Context: an optimization exercise on an open-source flow, tuned for small area, a short achievable clock period and few clock cycles per item. The choices shown serve that exercise and are no tape-out recipe.
At most, simulation tests tie the RTL to the original design; equivalence was not proved.

==> job 3092 <==
==> flow/design.v <==
package s2ct_pkg;
  localparam logic REG1 = 1'b1;
  localparam logic REG2 = 1'b0;
  localparam logic [19:0] MICRO_MAX = 20'd999999;
  localparam logic [63:0] ADJ225 = 64'b0000000000000000100110110111110001011101001111100001111100000000;
  localparam logic [175:0] MD_TO = 176'b10000010010100000100101000001001010000010010100000100100011101000001000001111010001011010100110110001010001011010101010010101110100001100000110011010001010110110000101111100000;
  localparam logic [143:0] HM32 = 144'b111011100111011100110111000110011000101110100101010100100110000100010000011101100011001100010101000010001000001100100001000100000100000000000000;
  function automatic logic [8:0] day_est(input logic [9:0] ah);
    logic [16:0] p;
    p = {1'b0, ah, 6'd0} + {2'b0, ah, 5'd0} + {7'd0, ah};
    day_est = p[16:8];
  endfunction
  function automatic logic [10:0] day_rem(input logic [17:0] a, input logic [8:0] dq);
    day_rem = a[10:0] - ({dq[1:0], 9'd0} + {dq[3:0], 7'd0} + {dq[5:0], 5'd0}
                         + {1'b0, dq, 1'b0} + {2'd0, dq});
  endfunction
  function automatic logic [10:0] block_split(input logic [10:0] r);
    logic [2:0] k;
    logic [7:0] adj;
    logic       dc;
    logic [1:0] hq;
    logic [2:0] kk;
    k = 3'd0;
    for (int i = 1; i < 6; i++) begin
      if (r >= 11'(225 * i)) k = 3'(i);
    end
    adj = ADJ225[8*k +: 8];
    dc = (k >= 3'd3);
    kk = k - 3'd3;
    hq = dc ? kk[1:0] : k[1:0];
    block_split = {dc, hq, r[7:0] + adj};
  endfunction
  function automatic logic [7:0] split15(input logic [7:0] p);
    logic [4:0] sm, sw;
    logic [3:0] hi;
    logic       c;
    sm = {1'b0, p[7:4]} + {1'b0, p[3:0]};
    c  = (sm >= 5'd15);
    sw = sm - 5'd15;
    hi = p[7:4] + {3'd0, c};
    split15 = {hi, c ? sw[3:0] : sm[3:0]};
  endfunction
  function automatic logic [16:0] time_of_day(input logic [1:0] hq, input logic [3:0] p1,
                                              input logic [3:0] p0, input logic [6:0] a);
    logic [5:0] q;
    logic [4:0] sq, sqw;
    logic       cq;
    logic [1:0] c1;
    logic [3:0] sp;
    logic [5:0] ml1;
    logic [8:0] hm1;
    logic [2:0] hl1;
    logic [6:0] mt, mtw;
    logic       c2;
    logic [5:0] m;
    logic [2:0] hl;
    q  = {{1'b0, p0} + {1'b0, a[6:3]}, a[2]};
    sq = {3'd0, q[5:4]} + {1'b0, q[3:0]};
    cq = (sq >= 5'd15);
    c1 = q[5:4] + {1'b0, cq};
    sqw = sq - 5'd15;
    sp = cq ? sqw[3:0] : sq[3:0];
    hm1 = HM32[9*p1 +: 9];
    hl1 = hm1[8:6];
    ml1 = hm1[5:0];
    mt = {1'b0, ml1} + {2'd0, p0, 1'b0} + {5'd0, c1};
    c2 = (mt >= 7'd60);
    mtw = mt - 7'd60;
    m  = c2 ? mtw[5:0] : mt[5:0];
    hl = hl1 + {2'd0, c2};
    time_of_day = {hq, hl, m, sp, a[1:0]};
  endfunction
  function automatic logic [8:0] month_day(input logic [8:0] d, input logic leap);
    logic [3:0] c;
    logic [4:0] lo;
    logic [5:0] t, tw;
    logic [10:0] to;
    logic [4:0] o;
    logic       sel;
    logic [4:0] off;
    c  = d[8:5];
    lo = d[4:0];
    to = MD_TO[11*c +: 11];
    t  = to[10:5];
    o  = to[4:0];
    if (leap && c != 4'd0) begin
      t = t + 6'd1;
      if (c != 4'd1) o = o - 5'd1;
    end
    sel = ({1'b0, lo} >= t);
    tw  = 6'd1 - t;
    off = sel ? tw[4:0] : o + 5'd1;
    month_day = {c + {3'd0, sel} + 4'd1, lo + off};
  endfunction
  function automatic logic div25(input logic [7:0] p);
    div25 = (p == 8'd0) || (p == 8'd25) || (p == 8'd50) || (p == 8'd75) || (p == 8'd100)
         || (p == 8'd125) || (p == 8'd150) || (p == 8'd175) || (p == 8'd200);
  endfunction
endpackage
module s2ct_front (
  input  logic        cfg_we_i,
  input  logic [15:0] cfg_data_i,
  input  logic [24:0] secs_i,
  input  logic [19:0] micro_i,
  input  logic        leap_i,
  output logic [47:0] x1_o      
);
  logic [17:0] a_hi;
  logic [8:0]  dq;
  logic [10:0] rq;
  logic        past;
  logic [19:0] micro;
  assign a_hi  = cfg_we_i ? {2'b00, cfg_data_i} : secs_i[24:7];
  assign dq    = s2ct_pkg::day_est(a_hi[17:8]);
  assign rq    = s2ct_pkg::day_rem(a_hi, dq);
  assign past  = (secs_i >= (leap_i ? 25'd31622400 : 25'd31536000));
  always_comb begin
    micro = (micro_i > s2ct_pkg::MICRO_MAX) ? s2ct_pkg::MICRO_MAX : micro_i;
    if (cfg_we_i) begin
      micro[0] = (cfg_data_i[1:0] == 2'b00);
      micro[1] = (cfg_data_i[3:0] == 4'b0000);
    end
  end
  assign x1_o = {past, micro, dq, rq, secs_i[6:0]};
endmodule
module s2ct_queue #(
  parameter int W = 48
) (
  input  logic         clk_i,
  input  logic         rst_ni,
  input  logic         en_i,
  input  logic         valid_i,
  input  logic [W-1:0] data_i,
  output logic         valid_o,
  output logic [W-1:0] data_o
);
  always_ff @(posedge clk_i or negedge rst_ni) begin
    if (!rst_ni) begin
      valid_o <= 1'b0;
    end else if (en_i) begin
      valid_o <= valid_i;
    end
  end
  always_ff @(posedge clk_i) begin
    if (en_i) begin
      data_o <= data_i;
    end
  end
endmodule
module s2ct_mid (
  input  logic [47:0] x1_i,      
  output logic [46:0] x2_o,      
  output logic        leap_o
);
  logic [10:0] blk;
  logic [7:0]  p15;
  logic [8:0]  d;
  assign blk = s2ct_pkg::block_split(x1_i[17:7]);
  assign p15 = s2ct_pkg::split15(blk[7:0]);
  assign d   = x1_i[26:18] + {8'd0, blk[10]};
  assign x2_o   = {x1_i[47:27], d, blk[9:8], p15, x1_i[6:0]};
  assign leap_o = x1_i[27] && (!s2ct_pkg::div25(blk[7:0]) || x1_i[28]);
endmodule
module s2ct_back (
  input  logic [46:0] x2_i,      
  input  logic        leap_i,
  output logic [47:0] data_o,
  output logic        past_o
);
  logic        past;
  logic [19:0] micro;
  logic [8:0]  md;
  logic [16:0] tod;
  assign past  = x2_i[46];
  assign micro = x2_i[45:26];
  assign md    = s2ct_pkg::month_day(x2_i[25:17], leap_i);
  assign tod   = s2ct_pkg::time_of_day(x2_i[16:15], x2_i[14:11], x2_i[10:7], x2_i[6:0]);
  assign past_o = past;
  assign data_o = past ? {2'b00, micro, 6'd59, 6'd59, 5'd23, 5'd31, 4'd12}
                       : {2'b00, micro, tod[5:0], tod[11:6], tod[16:12], md[4:0], md[8:5]};
endmodule
module seconds_to_calendar_time (
  input  logic        clk_i,
  input  logic        rst_ni,
  input  logic        cfg_we_i,
  input  logic [15:0] cfg_data_i,
  input  logic        s_axis_tvalid,
  output logic        s_axis_tready,
  input  logic [47:0] s_axis_tdata,   
  output logic        m_axis_tvalid,
  input  logic        m_axis_tready,
  output logic [47:0] m_axis_tdata,   
  output logic [0:0]  m_axis_tuser    
);
  logic        leap_q;
  logic        en, cfg_pend, leap_new;
  logic        v1, v2;
  logic [47:0] x1, x1_q;
  logic [46:0] x2, x2_q;
  assign en            = !m_axis_tvalid || m_axis_tready;
  assign s_axis_tready = en && !cfg_pend;
  s2ct_front u_front (
    .cfg_we_i   (cfg_we_i),
    .cfg_data_i (cfg_data_i),
    .secs_i     (s_axis_tdata[24:0]),
    .micro_i    (s_axis_tdata[44:25]),
    .leap_i     (leap_q),
    .x1_o       (x1)
  );
  generate
    if (s2ct_pkg::REG1) begin : g_reg1
      logic cfg_q;
      s2ct_queue #(.W(48)) u_queue (
        .clk_i   (clk_i),
        .rst_ni  (rst_ni),
        .en_i    (en),
        .valid_i (s_axis_tvalid && s_axis_tready),
        .data_i  (x1),
        .valid_o (v1),
        .data_o  (x1_q)
      );
      always_ff @(posedge clk_i or negedge rst_ni) begin
        if (!rst_ni) begin
          cfg_q <= 1'b0;
        end else if (en) begin
          cfg_q <= cfg_we_i;
        end
      end
      assign cfg_pend = cfg_q;
    end else begin : g_wire1
      assign v1       = s_axis_tvalid && s_axis_tready;
      assign x1_q     = x1;
      assign cfg_pend = 1'b0;
    end
  endgenerate
  s2ct_mid u_mid (
    .x1_i   (x1_q),
    .x2_o   (x2),
    .leap_o (leap_new)
  );
  always_ff @(posedge clk_i or negedge rst_ni) begin
    if (!rst_ni) begin
      leap_q <= 1'b1;
    end else if (s2ct_pkg::REG1 ? cfg_pend : cfg_we_i) begin
      leap_q <= leap_new;
    end
  end
  generate
    if (s2ct_pkg::REG2) begin : g_reg2
      s2ct_queue #(.W(47)) u_queue2 (
        .clk_i   (clk_i),
        .rst_ni  (rst_ni),
        .en_i    (en),
        .valid_i (v1),
        .data_i  (x2),
        .valid_o (v2),
        .data_o  (x2_q)
      );
    end else begin : g_wire2
      assign v2   = v1;
      assign x2_q = x2;
    end
  endgenerate
  assign m_axis_tvalid = v2;
  s2ct_back u_back (
    .x2_i   (x2_q),
    .leap_i (leap_q),
    .data_o (m_axis_tdata),
    .past_o (m_axis_tuser[0])
  );
endmodule
==> flow/flow/run.sh <==
#!/bin/bash
# Standard layout, with synthesis left to plain gates (no full/half adder
# cells, no Kogge-Stone carry map, ABC area script) and plain buffers on the
# ports. Each tool's full output is in the ORFS logs under orfs/logs; make's
# own output is in make_finish.log.
set -euo pipefail
bash standard.sh \
  ADDER_MAP_FILE= \
  SYNTH_OPERATIONS_ARGS=-nofsm \
  ABC_AREA=1 \
  "BUFFER_PORTS_ARGS=-buffer_cell sky130_fd_sc_hd__buf_1" \
  finish > make_finish.log 2>&1
==> flow/standard.sh <==
#!/bin/bash
# synth_recipe.tcl (not shown) runs the flow's synth.tcl, then flattens the netlist and writes it again
# the make line also repeats each setting of config.mk as NAME=value (left out here)
make -C /OpenROAD-flow-scripts/flow DESIGN_CONFIG=/design/flow/config.mk WORK_HOME=/design/flow/orfs CLKGATE_MAP_FILE= SYNTH_SCRIPT=/design/flow/synth_recipe.tcl "${@:-finish}"
==> flow/config.mk <==
export PLATFORM = sky130hd
export DESIGN_NAME = seconds_to_calendar_time
export DESIGN_NICKNAME = seconds_to_calendar_time
export VERILOG_FILES = /design/flow/design.v
export SDC_FILE = /design/flow/constraint.sdc
export NUM_CORES = 4
export LEC_CHECK = 0
export CAP_MARGIN = 20
export CORE_MARGIN = 2
export CORE_UTILIZATION = 40
export SLEW_MARGIN = 20
==> flow/constraint.sdc <==
create_clock -name core_clock -period 8.0 [get_ports {clk_i}]
set_input_delay 1.6000 -clock core_clock [delete_from_list [all_inputs] [get_ports {clk_i}]]
set_output_delay 1.6000 -clock core_clock [all_outputs]
set_load 0.01 [all_outputs]
==> inputs of job 8468, as changes to job 3092 <==
--- a/flow/design.v
+++ b/flow/design.v
@@ -1,6 +1,6 @@
 package s2ct_pkg;
   localparam logic REG1 = 1'b1;
-  localparam logic REG2 = 1'b0;
+  localparam logic REG2 = 1'b1;
   localparam logic [19:0] MICRO_MAX = 20'd999999;
   localparam logic [63:0] ADJ225 = 64'b0000000000000000100110110111110001011101001111100001111100000000;
   localparam logic [175:0] MD_TO = 176'b10000010010100000100101000001001010000010010100000100100011101000001000001111010001011010100110110001010001011010101010010101110100001100000110011010001010110110000101111100000;
@@ -40,13 +40,22 @@
     hi = p[7:4] + {3'd0, c};
     split15 = {hi, c ? sw[3:0] : sm[3:0]};
   endfunction
-  function automatic logic [16:0] time_of_day(input logic [1:0] hq, input logic [3:0] p1,
-                                              input logic [3:0] p0, input logic [6:0] a);
+  function automatic logic [7:0] seconds(input logic [3:0] p0, input logic [6:0] a);
     logic [5:0] q;
     logic [4:0] sq, sqw;
     logic       cq;
     logic [1:0] c1;
     logic [3:0] sp;
+    q   = {{1'b0, p0} + {1'b0, a[6:3]}, a[2]};
+    sq  = {3'd0, q[5:4]} + {1'b0, q[3:0]};
+    cq  = (sq >= 5'd15);
+    c1  = q[5:4] + {1'b0, cq};
+    sqw = sq - 5'd15;
+    sp  = cq ? sqw[3:0] : sq[3:0];
+    seconds = {c1, sp, a[1:0]};
+  endfunction
+  function automatic logic [10:0] hour_minute(input logic [1:0] hq, input logic [3:0] p1,
+                                              input logic [3:0] p0, input logic [1:0] c1);
     logic [5:0] ml1;
     logic [8:0] hm1;
     logic [2:0] hl1;
@@ -54,21 +63,15 @@
     logic       c2;
     logic [5:0] m;
     logic [2:0] hl;
-    q  = {{1'b0, p0} + {1'b0, a[6:3]}, a[2]};
-    sq = {3'd0, q[5:4]} + {1'b0, q[3:0]};
-    cq = (sq >= 5'd15);
-    c1 = q[5:4] + {1'b0, cq};
-    sqw = sq - 5'd15;
-    sp = cq ? sqw[3:0] : sq[3:0];
     hm1 = HM32[9*p1 +: 9];
     hl1 = hm1[8:6];
     ml1 = hm1[5:0];
-    mt = {1'b0, ml1} + {2'd0, p0, 1'b0} + {5'd0, c1};
-    c2 = (mt >= 7'd60);
+    mt  = {1'b0, ml1} + {2'd0, p0, 1'b0} + {5'd0, c1};
+    c2  = (mt >= 7'd60);
     mtw = mt - 7'd60;
-    m  = c2 ? mtw[5:0] : mt[5:0];
-    hl = hl1 + {2'd0, c2};
-    time_of_day = {hq, hl, m, sp, a[1:0]};
+    m   = c2 ? mtw[5:0] : mt[5:0];
+    hl  = hl1 + {2'd0, c2};
+    hour_minute = {hq, hl, m};
   endfunction
   function automatic logic [8:0] month_day(input logic [8:0] d, input logic leap);
     logic [3:0] c;
@@ -102,18 +105,15 @@
   input  logic [15:0] cfg_data_i,
   input  logic [24:0] secs_i,
   input  logic [19:0] micro_i,
-  input  logic        leap_i,
-  output logic [47:0] x1_o      
+  output logic [46:0] x1_o      
 );
   logic [17:0] a_hi;
   logic [8:0]  dq;
   logic [10:0] rq;
-  logic        past;
   logic [19:0] micro;
-  assign a_hi  = cfg_we_i ? {2'b00, cfg_data_i} : secs_i[24:7];
-  assign dq    = s2ct_pkg::day_est(a_hi[17:8]);
-  assign rq    = s2ct_pkg::day_rem(a_hi, dq);
-  assign past  = (secs_i >= (leap_i ? 25'd31622400 : 25'd31536000));
+  assign a_hi = cfg_we_i ? {2'b00, cfg_data_i} : secs_i[24:7];
+  assign dq   = s2ct_pkg::day_est(a_hi[17:8]);
+  assign rq   = s2ct_pkg::day_rem(a_hi, dq);
   always_comb begin
     micro = (micro_i > s2ct_pkg::MICRO_MAX) ? s2ct_pkg::MICRO_MAX : micro_i;
     if (cfg_we_i) begin
@@ -121,7 +121,7 @@
       micro[1] = (cfg_data_i[3:0] == 4'b0000);
     end
   end
-  assign x1_o = {past, micro, dq, rq, secs_i[6:0]};
+  assign x1_o = {micro, dq, rq, secs_i[6:0]};
 endmodule
 module s2ct_queue #(
   parameter int W = 48
@@ -148,36 +148,42 @@
   end
 endmodule
 module s2ct_mid (
-  input  logic [47:0] x1_i,      
-  output logic [46:0] x2_o,      
+  input  logic [46:0] x1_i,      
+  input  logic        leap_i,
+  output logic [47:0] x2_o,      
   output logic        leap_o
 );
   logic [10:0] blk;
   logic [7:0]  p15;
   logic [8:0]  d;
-  assign blk = s2ct_pkg::block_split(x1_i[17:7]);
-  assign p15 = s2ct_pkg::split15(blk[7:0]);
-  assign d   = x1_i[26:18] + {8'd0, blk[10]};
-  assign x2_o   = {x1_i[47:27], d, blk[9:8], p15, x1_i[6:0]};
+  logic [8:0]  md;
+  logic [7:0]  sec;
+  logic        past;
+  assign blk  = s2ct_pkg::block_split(x1_i[17:7]);
+  assign p15  = s2ct_pkg::split15(blk[7:0]);
+  assign d    = x1_i[26:18] + {8'd0, blk[10]};
+  assign past = (d >= (leap_i ? 9'd366 : 9'd365));
+  assign md   = s2ct_pkg::month_day(d, leap_i);
+  assign sec  = s2ct_pkg::seconds(p15[3:0], x1_i[6:0]);
+  assign x2_o   = {past, x1_i[46:27], md, blk[9:8], p15, sec};
   assign leap_o = x1_i[27] && (!s2ct_pkg::div25(blk[7:0]) || x1_i[28]);
 endmodule
 module s2ct_back (
-  input  logic [46:0] x2_i,      
-  input  logic        leap_i,
+  input  logic [47:0] x2_i,      
   output logic [47:0] data_o,
   output logic        past_o
 );
   logic        past;
   logic [19:0] micro;
   logic [8:0]  md;
-  logic [16:0] tod;
-  assign past  = x2_i[46];
-  assign micro = x2_i[45:26];
-  assign md    = s2ct_pkg::month_day(x2_i[25:17], leap_i);
-  assign tod   = s2ct_pkg::time_of_day(x2_i[16:15], x2_i[14:11], x2_i[10:7], x2_i[6:0]);
+  logic [10:0] hm;
+  assign past  = x2_i[47];
+  assign micro = x2_i[46:27];
+  assign md    = x2_i[26:18];
+  assign hm    = s2ct_pkg::hour_minute(x2_i[17:16], x2_i[15:12], x2_i[11:8], x2_i[7:6]);
   assign past_o = past;
   assign data_o = past ? {2'b00, micro, 6'd59, 6'd59, 5'd23, 5'd31, 4'd12}
-                       : {2'b00, micro, tod[5:0], tod[11:6], tod[16:12], md[4:0], md[8:5]};
+                       : {2'b00, micro, x2_i[5:0], hm[5:0], hm[10:6], md[4:0], md[8:5]};
 endmodule
 module seconds_to_calendar_time (
   input  logic        clk_i,
@@ -195,8 +201,8 @@
   logic        leap_q;
   logic        en, cfg_pend, leap_new;
   logic        v1, v2;
-  logic [47:0] x1, x1_q;
-  logic [46:0] x2, x2_q;
+  logic [46:0] x1, x1_q;
+  logic [47:0] x2, x2_q;
   assign en            = !m_axis_tvalid || m_axis_tready;
   assign s_axis_tready = en && !cfg_pend;
   s2ct_front u_front (
@@ -204,13 +210,12 @@
     .cfg_data_i (cfg_data_i),
     .secs_i     (s_axis_tdata[24:0]),
     .micro_i    (s_axis_tdata[44:25]),
-    .leap_i     (leap_q),
     .x1_o       (x1)
   );
   generate
     if (s2ct_pkg::REG1) begin : g_reg1
       logic cfg_q;
-      s2ct_queue #(.W(48)) u_queue (
+      s2ct_queue #(.W(47)) u_queue (
         .clk_i   (clk_i),
         .rst_ni  (rst_ni),
         .en_i    (en),
@@ -235,6 +240,7 @@
   endgenerate
   s2ct_mid u_mid (
     .x1_i   (x1_q),
+    .leap_i (leap_q),
     .x2_o   (x2),
     .leap_o (leap_new)
   );
@@ -247,7 +253,7 @@
   end
   generate
     if (s2ct_pkg::REG2) begin : g_reg2
-      s2ct_queue #(.W(47)) u_queue2 (
+      s2ct_queue #(.W(48)) u_queue2 (
         .clk_i   (clk_i),
         .rst_ni  (rst_ni),
         .en_i    (en),
@@ -264,7 +270,6 @@
   assign m_axis_tvalid = v2;
   s2ct_back u_back (
     .x2_i   (x2_q),
-    .leap_i (leap_q),
     .data_o (m_axis_tdata),
     .past_o (m_axis_tuser[0])
   );
==> inputs of job 5998, as changes to job 3092 <==
--- a/flow/design.v
+++ b/flow/design.v
@@ -1,6 +1,6 @@
 package s2ct_pkg;
   localparam logic REG1 = 1'b1;
-  localparam logic REG2 = 1'b0;
+  localparam logic REG2 = 1'b1;
   localparam logic [19:0] MICRO_MAX = 20'd999999;
   localparam logic [63:0] ADJ225 = 64'b0000000000000000100110110111110001011101001111100001111100000000;
   localparam logic [175:0] MD_TO = 176'b10000010010100000100101000001001010000010010100000100100011101000001000001111010001011010100110110001010001011010101010010101110100001100000110011010001010110110000101111100000;
==> comparison table <==
quantity                                                                               job 5998                   job 3092                   job 8468
Max_slew headroom                                                                        45.04%                     40.71%                     55.50%
Share of final-layout standard cells stronger than drive strength 1                      10.99%                     11.31%                     14.25%
Total global-route track usage                                                           16.61%                     18.75%                     15.72%
Non-filler cells, final                                                                   1,562                      1,365                      1,458
Kind of critical path                                                                reg -> out                 reg -> out                  in -> reg
Sequential cell area fraction in the yosys report                                        35.87%                     23.57%                     36.80%
Worst R2R Start                                                       g_reg1.u_queue.data_o[10]  g_reg1.u_queue.data_o[10]  g_reg1.u_queue.data_o[13]
Clock insertion delay at the later pin of the skew report                                350 ps                     300 ps                     360 ps
Post-synthesis adder-cell area fraction                                                 0.1215%                    0.3109%                    0.2805%
Minimum clock period                                                                    5418 ps                    7291 ps                    5608 ps
Clock tree buffer count of the final layout                                                  10                          6                          9
Fraction of area in clock buffers and inverters                                          3.390%                     2.355%                     3.429%
Count of non-CTS inverters in the layout                                                    191                        165                        164
Maximum number of pins on one net before global-route repair                                 95                         50                         50
Run status                                                                       finished clean             finished clean             finished clean
Post-Synthesis Cell Area                                                               8237 µm²                   6439 µm²                   8028 µm²
Critical path data required time                                                        6400 ps                    6400 ps                    8100 ps
Starting utilization of the core area                                                    40.71%                     40.68%                     40.98%
Compound-cell area share of the yosys netlist                                            8.993%                     10.73%                     8.307%
Crit path from                                                       g_reg2.u_queue2.data_o[24]  g_reg1.u_queue.data_o[10]                   cfg_we_i
Vias                                                                                      7,327                      6,486                      6,681
Synth Area per Inst                                                                   6.881 µm²                  6.086 µm²                  7.351 µm²
Testbench counts of job 5998, summed over its fixed seeds: cycles 8,016, items 8,000.
Function not checked in job 3092 and job 8468: the RTL went through the layout flow alone.

## what the ideal ports hide
Ports are ideal in the flow. The routed layouts listed here were re-timed in OpenROAD.
Step 1 sets driving cells, clkbuf_16 on the clock port and buf_2 on the other inputs (assumed; they add their load-dependent delay and slew).
Step 2 moves the port delays by t, midway between the first and last clock arrival at a register: inputs arrive t later, outputs are due t later. That takes back most of the time a late clock gives input paths.
Slacks: no drivers / after step 1 / after step 2; pairs: no drivers / after step 1.
| run | t, ns | setup slack, ns | worst setup path after step 2 |
|---|---|---|---|
| job 3092 | 0.338 | 0.709 / 0.669 / 1.007 | register to output |
| job 8468 | 0.392 | 2.392 / 2.414 / 2.022 | input to register |
| job 5998 | 0.384 | 2.582 / 2.538 / 2.489 | input to register |
After both steps setup and hold are still met in every run listed. For job 8468, which loses most, drivers alone change the setup slack by +0.022 ns; drivers and shift together by -0.370 ns.
